From an optimization exercise on the open Yosys and OpenROAD flow, aimed at small area, a short achievable clock period and few clock cycles; shortcuts taken in it are not production practice.
Only the layout flow was run in this run; the RTL was not checked for function there.
Power is estimated from default activity; no workload was simulated.

File: flow/design.v
`default_nettype none
package mdd_pkg;
  localparam int TABLE_ENTRIES = 64;
  localparam int MAX_SYMBOLS   = 8;
  localparam int IDX_IN_W = 6;
  localparam int CODE_W   = 16;
  localparam int CHAR_W   = 8;
  localparam int BYTE_W   = 8;
  localparam int CMD_DEPTH = 2;
  localparam int RES_DEPTH = 4;
  localparam logic MODE_LOAD   = 1'b0;
  localparam logic MODE_DECODE = 1'b1;
  localparam logic [1:0] DIBIT_END   = 2'b00;
  localparam logic [1:0] DIBIT_DASH  = 2'b01;
  localparam logic [1:0] DIBIT_DOT   = 2'b10;
  localparam logic [1:0] DIBIT_SPACE = 2'b11;
  localparam logic [CHAR_W-1:0] SPACE_CHAR = 8'd32;
  typedef struct packed {
    logic                is_load;
    logic [IDX_IN_W-1:0] slot;
    logic [CODE_W-1:0]   code;
    logic [CHAR_W-1:0]   chr;
    logic                ent_valid;
    logic [BYTE_W-1:0]   data;
  } cmd_t;
  typedef struct packed {
    logic [CHAR_W-1:0] chr;
    logic              space;
    logic              last;
  } res_t;
  typedef struct packed {
    logic [CODE_W-1:0] code;
    logic [CHAR_W-1:0] chr;
  } entry_t;
  localparam int CMD_W = 1 + IDX_IN_W + CODE_W + CHAR_W + 1 + BYTE_W;
  localparam int RES_W = CHAR_W + 2;
  localparam int ENTRY_W = CODE_W + CHAR_W;
endpackage
`default_nettype wire
`default_nettype none
module mdd_fifo #(
  parameter int Width = 8,
  parameter int Depth = 2
) (
  input  wire logic             clk_i,
  input  wire logic             rst_ni,
  input  wire logic             push_i,
  input  wire logic [Width-1:0] data_i,
  output logic                  full_o,
  input  wire logic             pop_i,
  output logic      [Width-1:0] data_o,
  output logic                  empty_o
);
  localparam int PtrW = (Depth > 1) ? $clog2(Depth) : 1;
  localparam int CntW = $clog2(Depth + 1);
  logic [Width-1:0] mem_q [Depth];
  logic [PtrW-1:0]  wr_ptr_q, wr_ptr_d;
  logic [PtrW-1:0]  rd_ptr_q, rd_ptr_d;
  logic [CntW-1:0]  cnt_q, cnt_d;
  logic             do_push, do_pop;
  assign full_o  = (cnt_q == CntW'(Depth));
  assign empty_o = (cnt_q == '0);
  assign do_push = push_i && !full_o;
  assign do_pop  = pop_i && !empty_o;
  assign data_o  = mem_q[rd_ptr_q];
  always_comb begin
    wr_ptr_d = wr_ptr_q;
    rd_ptr_d = rd_ptr_q;
    cnt_d    = cnt_q;
    if (do_push) begin
      wr_ptr_d = (wr_ptr_q == PtrW'(Depth - 1)) ? '0 : wr_ptr_q + PtrW'(1);
    end
    if (do_pop) begin
      rd_ptr_d = (rd_ptr_q == PtrW'(Depth - 1)) ? '0 : rd_ptr_q + PtrW'(1);
    end
    if (do_push && !do_pop) begin
      cnt_d = cnt_q + CntW'(1);
    end else if (do_pop && !do_push) begin
      cnt_d = cnt_q - CntW'(1);
    end
  end
  always_ff @(posedge clk_i or negedge rst_ni) begin
    if (!rst_ni) begin
      wr_ptr_q <= '0;
      rd_ptr_q <= '0;
      cnt_q    <= '0;
    end else begin
      wr_ptr_q <= wr_ptr_d;
      rd_ptr_q <= rd_ptr_d;
      cnt_q    <= cnt_d;
    end
  end
  always_ff @(posedge clk_i) begin
    if (do_push) begin
      mem_q[wr_ptr_q] <= data_i;
    end
  end
endmodule
`default_nettype wire
`default_nettype none
module mdd_front #(
  parameter int TableEntries = mdd_pkg::TABLE_ENTRIES
) (
  input  wire logic                          clk_i,
  input  wire logic                          rst_ni,
  input  wire logic                          push_i,
  output logic                               full_o,
  input  wire logic                          mode_i,
  input  wire logic [mdd_pkg::IDX_IN_W-1:0]  entry_index_i,
  input  wire logic [mdd_pkg::CODE_W-1:0]    entry_code_i,
  input  wire logic [mdd_pkg::CHAR_W-1:0]    entry_char_i,
  input  wire logic                          entry_valid_i,
  input  wire logic [mdd_pkg::BYTE_W-1:0]    data_byte_i,
  input  wire logic                          cmd_pop_i,
  output mdd_pkg::cmd_t                      cmd_o,
  output logic                               cmd_empty_o
);
  mdd_pkg::cmd_t cmd_in;
  logic          keep;
  assign keep = (mode_i == mdd_pkg::MODE_DECODE) ||
                (32'(entry_index_i) < 32'(TableEntries));
  always_comb begin
    cmd_in.is_load   = (mode_i == mdd_pkg::MODE_LOAD);
    cmd_in.slot      = entry_index_i;
    cmd_in.code      = entry_code_i;
    cmd_in.chr       = entry_char_i;
    cmd_in.ent_valid = entry_valid_i;
    cmd_in.data      = data_byte_i;
  end
  mdd_fifo #(
    .Width(mdd_pkg::CMD_W),
    .Depth(mdd_pkg::CMD_DEPTH)
  ) u_cmd_fifo (
    .clk_i  (clk_i),
    .rst_ni (rst_ni),
    .push_i (push_i && keep),
    .data_i (cmd_in),
    .full_o (full_o),
    .pop_i  (cmd_pop_i),
    .data_o (cmd_o),
    .empty_o(cmd_empty_o)
  );
endmodule
`default_nettype wire
`default_nettype none
module mdd_back #(
  parameter int TableEntries = mdd_pkg::TABLE_ENTRIES,
  parameter int MaxSymbols   = mdd_pkg::MAX_SYMBOLS
) (
  input  wire logic           clk_i,
  input  wire logic           rst_ni,
  input  wire logic           cmd_empty_i,
  input  wire mdd_pkg::cmd_t  cmd_i,
  output logic                cmd_pop_o,
  input  wire logic           res_full_i,
  output logic                res_push_o,
  output mdd_pkg::res_t       res_o
);
  localparam int IdxW = (TableEntries > 1) ? $clog2(TableEntries) : 1;
  localparam int CntW = $clog2(MaxSymbols + 1);
  localparam int CW   = mdd_pkg::CODE_W;
  localparam logic [2:0] S_IDLE  = 3'd0;
  localparam logic [2:0] S_DIBIT = 3'd1;
  localparam logic [2:0] S_READ  = 3'd2;
  localparam logic [2:0] S_CMP   = 3'd3;
  localparam logic [2:0] S_FLUSH = 3'd4;
  logic [2:0]                  state_q, state_d;
  logic [mdd_pkg::BYTE_W-1:0]  byte_q, byte_d;
  logic [1:0]                  pos_q, pos_d;
  logic [CW-1:0]               accum_q, accum_d;
  logic [CntW-1:0]             cnt_q, cnt_d;
  logic                        ovf_q, ovf_d;
  logic [IdxW-1:0]             scan_q, scan_d;
  logic [TableEntries-1:0]     valid_q, valid_d;
  mdd_pkg::res_t               hold_q, hold_d;
  logic                        hold_vld_q, hold_vld_d;
  logic [mdd_pkg::ENTRY_W-1:0] mem_q [TableEntries];
  logic [mdd_pkg::ENTRY_W-1:0] rdata_q;
  logic [mdd_pkg::ENTRY_W-1:0] wdata;
  logic                        mem_we, mem_re;
  logic [IdxW-1:0]             waddr;
  logic [1:0]                  dibit;
  logic                        can_emit;
  logic                        emit_req;
  logic [mdd_pkg::CHAR_W-1:0]  emit_chr;
  logic                        emit_sp;
  logic                        hit;
  assign dibit    = byte_q[mdd_pkg::BYTE_W-1 -: 2];
  assign can_emit = !hold_vld_q || !res_full_i;
  assign waddr    = cmd_i.slot[IdxW-1:0];
  assign wdata    = {cmd_i.code, cmd_i.chr};
  assign hit      = valid_q[scan_q] && (rdata_q[mdd_pkg::ENTRY_W-1 -: CW] == accum_q);
  always_comb begin
    state_d    = state_q;
    byte_d     = byte_q;
    pos_d      = pos_q;
    accum_d    = accum_q;
    cnt_d      = cnt_q;
    ovf_d      = ovf_q;
    scan_d     = scan_q;
    valid_d    = valid_q;
    hold_d     = hold_q;
    hold_vld_d = hold_vld_q;
    cmd_pop_o  = 1'b0;
    mem_we     = 1'b0;
    mem_re     = 1'b0;
    emit_req   = 1'b0;
    emit_chr   = mdd_pkg::SPACE_CHAR;
    emit_sp    = 1'b0;
    res_push_o = 1'b0;
    res_o      = {hold_q.chr, hold_q.space, 1'b0};
    unique case (state_q)
      S_IDLE: begin
        if (!cmd_empty_i) begin
          cmd_pop_o = 1'b1;
          if (cmd_i.is_load) begin
            mem_we         = 1'b1;
            valid_d[waddr] = cmd_i.ent_valid;
          end else begin
            byte_d  = cmd_i.data;
            pos_d   = 2'd0;
            state_d = S_DIBIT;
          end
        end
      end
      S_DIBIT: begin
        unique case (dibit)
          mdd_pkg::DIBIT_DOT, mdd_pkg::DIBIT_DASH: begin
            if (cnt_q == CntW'(MaxSymbols)) begin
              ovf_d = 1'b1;
            end else begin
              accum_d = {accum_q[CW-3:0], dibit};
              cnt_d   = cnt_q + CntW'(1);
            end
            byte_d  = byte_q << 2;
            pos_d   = pos_q + 2'd1;
            state_d = (pos_q == 2'd3) ? S_FLUSH : S_DIBIT;
          end
          mdd_pkg::DIBIT_SPACE: begin
            emit_req = 1'b1;
            emit_sp  = 1'b1;
            if (can_emit) begin
              byte_d  = byte_q << 2;
              pos_d   = pos_q + 2'd1;
              state_d = (pos_q == 2'd3) ? S_FLUSH : S_DIBIT;
            end
          end
          mdd_pkg::DIBIT_END: begin
            if (!ovf_q && (accum_q != '0)) begin
              scan_d  = '0;
              state_d = S_READ;
            end else begin
              accum_d = '0;
              cnt_d   = '0;
              ovf_d   = 1'b0;
              byte_d  = byte_q << 2;
              pos_d   = pos_q + 2'd1;
              state_d = (pos_q == 2'd3) ? S_FLUSH : S_DIBIT;
            end
          end
        endcase
      end
      S_READ: begin
        mem_re  = 1'b1;
        state_d = S_CMP;
      end
      S_CMP: begin
        if (hit) begin
          emit_req = 1'b1;
          emit_chr = rdata_q[mdd_pkg::CHAR_W-1:0];
        end
        if ((hit && can_emit) || (!hit && (scan_q == IdxW'(TableEntries - 1)))) begin
          accum_d = '0;
          cnt_d   = '0;
          ovf_d   = 1'b0;
          byte_d  = byte_q << 2;
          pos_d   = pos_q + 2'd1;
          state_d = (pos_q == 2'd3) ? S_FLUSH : S_DIBIT;
        end else if (!hit) begin
          scan_d  = scan_q + IdxW'(1);
          state_d = S_READ;
        end
      end
      S_FLUSH: begin
        if (!hold_vld_q) begin
          state_d = S_IDLE;
        end else if (!res_full_i) begin
          res_push_o = 1'b1;
          res_o.last = 1'b1;
          hold_vld_d = 1'b0;
          state_d    = S_IDLE;
        end
      end
      default: begin
        state_d = S_IDLE;
      end
    endcase
    if (emit_req && can_emit) begin
      if (hold_vld_q) begin
        res_push_o = 1'b1;
      end
      hold_d     = {emit_chr, emit_sp, 1'b0};
      hold_vld_d = 1'b1;
    end
  end
  always_ff @(posedge clk_i or negedge rst_ni) begin
    if (!rst_ni) begin
      state_q    <= S_IDLE;
      pos_q      <= '0;
      accum_q    <= '0;
      cnt_q      <= '0;
      ovf_q      <= 1'b0;
      scan_q     <= '0;
      valid_q    <= '0;
      hold_vld_q <= 1'b0;
    end else begin
      state_q    <= state_d;
      pos_q      <= pos_d;
      accum_q    <= accum_d;
      cnt_q      <= cnt_d;
      ovf_q      <= ovf_d;
      scan_q     <= scan_d;
      valid_q    <= valid_d;
      hold_vld_q <= hold_vld_d;
    end
  end
  always_ff @(posedge clk_i) begin
    byte_q <= byte_d;
    hold_q <= hold_d;
  end
  always_ff @(posedge clk_i) begin
    if (mem_we) begin
      mem_q[waddr] <= wdata;
    end
  end
  always_ff @(posedge clk_i) begin
    if (mem_re) begin
      rdata_q <= mem_q[scan_q];
    end
  end
endmodule
`default_nettype wire
`default_nettype none
module morse_dibit_decoder #(
  parameter int TableEntries = mdd_pkg::TABLE_ENTRIES,
  parameter int MaxSymbols   = mdd_pkg::MAX_SYMBOLS
) (
  input  wire logic                          clk_i,
  input  wire logic                          rst_ni,
  input  wire logic                          push,
  output logic                               full,
  input  wire logic                          mode_i,
  input  wire logic [mdd_pkg::IDX_IN_W-1:0]  entry_index_i,
  input  wire logic [mdd_pkg::CODE_W-1:0]    entry_code_i,
  input  wire logic [mdd_pkg::CHAR_W-1:0]    entry_char_i,
  input  wire logic                          entry_valid_i,
  input  wire logic [mdd_pkg::BYTE_W-1:0]    data_byte_i,
  output logic                               empty,
  input  wire logic                          pop,
  output logic      [mdd_pkg::CHAR_W-1:0]    out_char_o,
  output logic                               is_space_o,
  output logic                               last_o
);
  mdd_pkg::cmd_t cmd;
  logic          cmd_empty;
  logic          cmd_pop;
  mdd_pkg::res_t res;
  logic          res_push;
  logic          res_full;
  mdd_pkg::res_t res_out;
  mdd_front #(
    .TableEntries(TableEntries)
  ) u_front (
    .clk_i        (clk_i),
    .rst_ni       (rst_ni),
    .push_i       (push),
    .full_o       (full),
    .mode_i       (mode_i),
    .entry_index_i(entry_index_i),
    .entry_code_i (entry_code_i),
    .entry_char_i (entry_char_i),
    .entry_valid_i(entry_valid_i),
    .data_byte_i  (data_byte_i),
    .cmd_pop_i    (cmd_pop),
    .cmd_o        (cmd),
    .cmd_empty_o  (cmd_empty)
  );
  mdd_back #(
    .TableEntries(TableEntries),
    .MaxSymbols  (MaxSymbols)
  ) u_back (
    .clk_i      (clk_i),
    .rst_ni     (rst_ni),
    .cmd_empty_i(cmd_empty),
    .cmd_i      (cmd),
    .cmd_pop_o  (cmd_pop),
    .res_full_i (res_full),
    .res_push_o (res_push),
    .res_o      (res)
  );
  mdd_fifo #(
    .Width(mdd_pkg::RES_W),
    .Depth(mdd_pkg::RES_DEPTH)
  ) u_res_fifo (
    .clk_i  (clk_i),
    .rst_ni (rst_ni),
    .push_i (res_push),
    .data_i (res),
    .full_o (res_full),
    .pop_i  (pop),
    .data_o (res_out),
    .empty_o(empty)
  );
  assign out_char_o = res_out.chr;
  assign is_space_o = res_out.space;
  assign last_o     = res_out.last;
endmodule
`default_nettype wire
File: flow/run.sh
#!/bin/bash
# synth_recipe.tcl (not shown) runs the flow's synth.tcl, then flattens the netlist and writes it again
# the make line also repeats each setting of config.mk as NAME=value (left out here)
make -C /OpenROAD-flow-scripts/flow DESIGN_CONFIG=/design/flow/config.mk WORK_HOME=/design/flow/orfs CLKGATE_MAP_FILE= SYNTH_SCRIPT=/design/flow/synth_recipe.tcl finish
File: flow/config.mk
export PLATFORM = sky130hd
export DESIGN_NAME = morse_dibit_decoder
export DESIGN_NICKNAME = morse_dibit_decoder
export VERILOG_FILES = /design/flow/design.v
export SDC_FILE = /design/flow/constraint.sdc
export NUM_CORES = 4
export LEC_CHECK = 0
export CAP_MARGIN = 20
export CORE_MARGIN = 2
export CORE_UTILIZATION = 40
export SLEW_MARGIN = 20
File: flow/constraint.sdc
create_clock -name core_clock -period 6.0 [get_ports {clk_i}]
set_input_delay 1.2000 -clock core_clock [delete_from_list [all_inputs] [get_ports {clk_i}]]
set_output_delay 1.2000 -clock core_clock [all_outputs]
set_load 0.01 [all_outputs]
==> impl_table.tex <==
\begin{tabular}{lr}
\hline
Metric & Value \\
\hline
\multicolumn{2}{l}{\textbf{Clock network}} \\
\quad Number of buffers created by CTS & 183 \\
\quad Hold-fix buffers at CTS & 0 \\
\quad Cell at the root of the clock tree & sky130\_fd\_sc\_hd\_\_clkbuf\_16 \\
\quad H-tree levels & 4 \\
\quad Clock transition time at the flip-flop clock pins of the worst setup and hold paths & about 60 ps \\
\quad Clock tree buffer depth & 3 \\
\quad Number of cells upsized or downsized after cts & 0 \\
\quad Clock tree from TritonCTS & done \\
\quad Post-CTS Setup Repair Bufs & 0 \\
\quad Sink Count & 1805 \\
\quad Clock insertion delay at the later pin of the skew report & 840 ps \\
\multicolumn{2}{l}{\textbf{Synthesis}} \\
\quad Flops \& latches, synth & 1805 \\
\quad Syn Area/Cell & 22.9 um2 \\
\quad EDFF count, synth & 1697 \\
\quad Portion of the post-synthesis area used by sequential elements & 0.767 \\
\quad Warning count from the yosys run & 4 \\
\quad Synthesized area & about 70000 um2 \\
\quad Net count after synthesis & slightly above 3k \\
\quad Cells after Synth & slightly above 3k \\
\quad Async set or reset register ratio after synthesis & 0.0598 \\
\quad Ys flop type & sky130\_fd\_sc\_hd\_\_edfxtp\_1 \\
\quad Post-synth cell types & 62 \\
\multicolumn{2}{l}{\textbf{Floorplanning}} \\
\quad Initial cell density of the core & 0.403 \\
\quad Number of top-level design ports & 56 \\
\quad Chip Height & between 400 and 500 um \\
\quad Horizontal die dimension & about 420 um \\
\quad Count of standard-cell rows & between 150 and 200 \\
\quad Area of the placeable core & around 170000 um2 \\
\quad Area of the die & around 180000 um2 \\
\multicolumn{2}{l}{\textbf{Min path}} \\
\quad Worst hold path type & reg2reg \\
\quad Launch instance of the worst min-delay path & u\_back.valid\_q[62] \\
\multicolumn{2}{l}{\textbf{Power and ir drop}} \\
\quad Power after layout & roughly 35000 uW \\
\quad Net switching power of the design & just under 10000 uW \\
\quad Combinational share of power & 0.209 \\
\quad Relative contribution of the clock network to total power & 0.321 \\
\quad Internal cell power & around 25000 uW \\
\quad Switching part of the total power & 0.284 \\
\quad Leakage power & between 0.02 and 0.025 uW \\
\quad Pwr Density & around 430 nW/um2 \\
\quad Reg power frac & 0.470 \\
\quad Peak VDD IR & 0.342 mV \\
\multicolumn{2}{l}{\textbf{Cells and area}} \\
\quad Layout cells sized above 1 & 0.310 \\
\quad Final layout net count & approximately 3.3k \\
\quad Synthesis-to-finish area growth & 14.9\% \\
\multicolumn{2}{l}{\textbf{Timing}} \\
\quad Part of the cycle the worst path needs & 0.707 \\
\quad RSZ-0062 raised after global routing & no \\
\quad Final setup viols & 0 \\
\quad Max Fclk & 236 MHz \\
\quad Hold violation total from the final report & 0 \\
\quad Setup Total Neg Slack & 0 ps \\
\quad Max Transition Viols Final & 0 \\
\quad Actual slew at the worst max-slew pin & 1170 ps \\
\quad Max-slew headroom & 0.223 \\
\quad Final setup skew & 44.4 ps \\
\quad Final critical delay including setup and external delays & approximately 4200 ps \\
\multicolumn{2}{l}{\textbf{Routing}} \\
\quad Drt drc & 0 \\
\quad Iteration count of the initial detailed-routing pass & 5 \\
\quad DRT antenna net count & 0 \\
\quad Routed via count & roughly 33k \\
\quad Final routed wire length divided by cell count & 31.0 um \\
\quad Drt first-iter violations & 4131 \\
\quad Vias per inst & between 5 and 6 \\
\quad Drt total wl & about 180000 um \\
\multicolumn{2}{l}{\textbf{Setup path}} \\
\quad Crit Reg-Reg Startpoint & u\_back.scan\_q[1] \\
\quad Worst path arrival time & around 4800 ps \\
\quad Path type of the worst setup path & reg2reg \\
\quad Kind of launch point of the worst setup path & flip-flop \\
\quad Kind of capture point of the worst setup path & flip-flop \\
\quad Critical Path RT & roughly 6600 ps \\
\quad Launch point of the critical path & u\_back.scan\_q[1] \\
\quad Maximum fanout along the worst path & 57 \\
\multicolumn{2}{l}{\textbf{Global routing}} \\
\quad Wire length of the first global-routing pass & around 250000 um \\
\quad Number of antenna violations at the first check in global routing & 9 \\
\quad Vias in the first global route & $\sim$33k \\
\quad Total congestion overflow & 0 \\
\quad Largest net degree at the start of global routing & 139 \\
\quad Overall Global Routing Usage & 0.200 \\
\multicolumn{2}{l}{\textbf{Placement}} \\
\quad Detailed-placement wirelength estimate & between 100000 and 150000 um \\
\quad Count of buffers from port buffering & 55 \\
\quad Placer Congestion & 0.813 \\
\multicolumn{2}{l}{\textbf{Run}} \\
\quad Max-Cap Viols & 0 \\
\multicolumn{2}{l}{\textbf{Run status}} \\
\quad Result of the run & timing/DRC/antenna clean \\
\hline
\end{tabular}
stage by stage:
step / setup slack (ps) / hold slack [ps] / util / cells / area (um2)
CTS: 1770 / 492 / 0.462 / 5723 / 80200
finish: 1760 / 498 / 0.463 / 5731 / 80400
detailed placement: 1770 / 485 / 0.428 / 5380 / 74300
floorplan: 2490 / 459 / - / 3050 / 70000
global route: 1560 / 512 / 0.463 / 5730 / 80400
global placement: 1820 / 474 / 0.426 / 5369 / 74000
cells in the mapped netlist (all sizes together), types with 14 or more instances:
library cell,number,area [um2]
ha,14,175
xnor2,24,210
mux2i,35,363
clkbuf,92,345
mux2,97,1100
a22o,17,149
and2,20,125
inv,16,60.1
nor2,139,527
buf,53,272
mux4,524,11800
nand2,90,338
edfxtp,1697,51000
dfrtp,108,2700
path summary, 6_finish.rpt:
kind | cells past startpoint | slack [ps] | endpoint
worst max-delay path | 5 | 1760 | u_back.rdata_q[23]
worst min-delay path | 1 | 500 | u_back.valid_q[62]
worst max register to register | 5 | 1760 | u_back.rdata_q[23]
worst min register to register | 1 | 500 | u_back.valid_q[62]
max in group asynchronous | 2 | 4350 | u_back.valid_q[51]
min in group asynchronous | 1 | 540 | u_back.valid_q[9]
critical path, stage by stage, from the launching register on:
cell                      delay, ps
sky130_fd_sc_hd__dfrtp_4       1070
sky130_fd_sc_hd__buf_4          740
sky130_fd_sc_hd__buf_4          660
sky130_fd_sc_hd__mux4_2         410
sky130_fd_sc_hd__mux4_2         480
sky130_fd_sc_hd__mux4_2         480
power groups by stage:
| stage | clock (uW) | sequential (uW) | combinational, uW |
|---|---|---|---|
| 6_report | 11200 | 16400 | 7270 |
| 5_1_grt | 11900 | 16400 | 7800 |
| 4_1_cts | 11400 | 16400 | 7370 |
| 3_5_place_dp | 0 | 16600 | 7360 |
| 3_3_place_gp | 0 | 16600 | 7240 |
| 2_1_floorplan | 0 | 16300 | 4840 |
layout by cell type (no fill, tap or decap), drive strengths merged, types with 7 or more instances in the layout:
cell and count:
nor2b 7, a21oi 11, clkbuf 240, and2 20, dfrtp 108, edfxtp 1697
nand3 8, o21ai 11, nand2b 10, a22oi 8, nand2 90, ha 14
xnor2 24, mux4 524, a22o 17, mux2i 35, clkdlybuf4s50 54, inv 24
bufinv 10, mux2 97, nor4 7, clkinv 79, nor2 139, buf 103
area by class of cell:
type,count,area [um2]
Antenna cell,1,2.50
Timing Repair Buffer,157,1700
Sequential cell,1805,53700
Fill cell,14292,93400
Clock inverter,103,971
Inverter,16,60.1
Tap cell,2325,2910
Multi-Input combinational cell,1084,16200
Clock buffer,240,4950
flip-flops by register name, indices dropped and copies added, names as in the netlist, 2 cells and up:
signal	cells
u_back.accum_q	16
u_back.byte_q	8
u_back.cnt_q	4
u_back.hold_q	9
u_back.mem_q	1536
u_back.pos_q	2
u_back.rdata_q	24
u_back.scan_q	6
u_back.state_q	3
u_back.valid_q	64
u_front.u_cmd_fifo.cnt_q	2
u_front.u_cmd_fifo.mem_q	80
u_res_fifo.cnt_q	3
u_res_fifo.mem_q	40
u_res_fifo.rd_ptr_q	2
u_res_fifo.wr_ptr_q	2
metal layers:
layer,routed length [um],track usage,share of wire,vias to the layer above
met2,87500,0.324,0.49,1276
met4,4380,0.0514,0.025,2
met3,12200,0.0379,0.069,228
li1,-,-,-,13261
met1,73500,0.279,0.41,18023
met5,18,0,0.00010,-
logic make-up after synthesis:
kind of cell / count (synthesis) / synth area share
AOI/OAI and AO/OA: 70 / 0.00756
xor gates and xnor gates: 30 / 0.00375
adders and majority gates: 15 / 0.00279
buffers and inverters: 161 / 0.00967
DFF: 1805 / 0.767
muxes: 656 / 0.190
and+or+nand+nor: 313 / 0.0200

-- what the ideal ports hide --
In the flow no input, the clock included, has a driving cell. The finished layout below was timed again as built, in two steps. Step 1 sets driving cells, clkbuf_16 on the clock port and buf_2 on the other inputs (assumed; they add their load-dependent delay and slew). Step 2 adds t to the input delays and takes it off the output delays; t is the mean of the earliest and latest rising clock arrival at the registers after step 1. Input paths then give back, and output paths get back, about the clock's delay inside the block. Three values: ideal, step 1, step 2; two values: the first two.
t, ns: 0.899
setup WS [ns]: 1.756 / 1.756 / 1.756
worst register clock-pin slew, ns: 0.06 / 0.06
worst data-port slew with drivers (ns): 0.09
After both steps this run still meets setup and hold. The setup slack of this run moves by 0.000 ns with the drivers and by 0.000 ns with both steps.
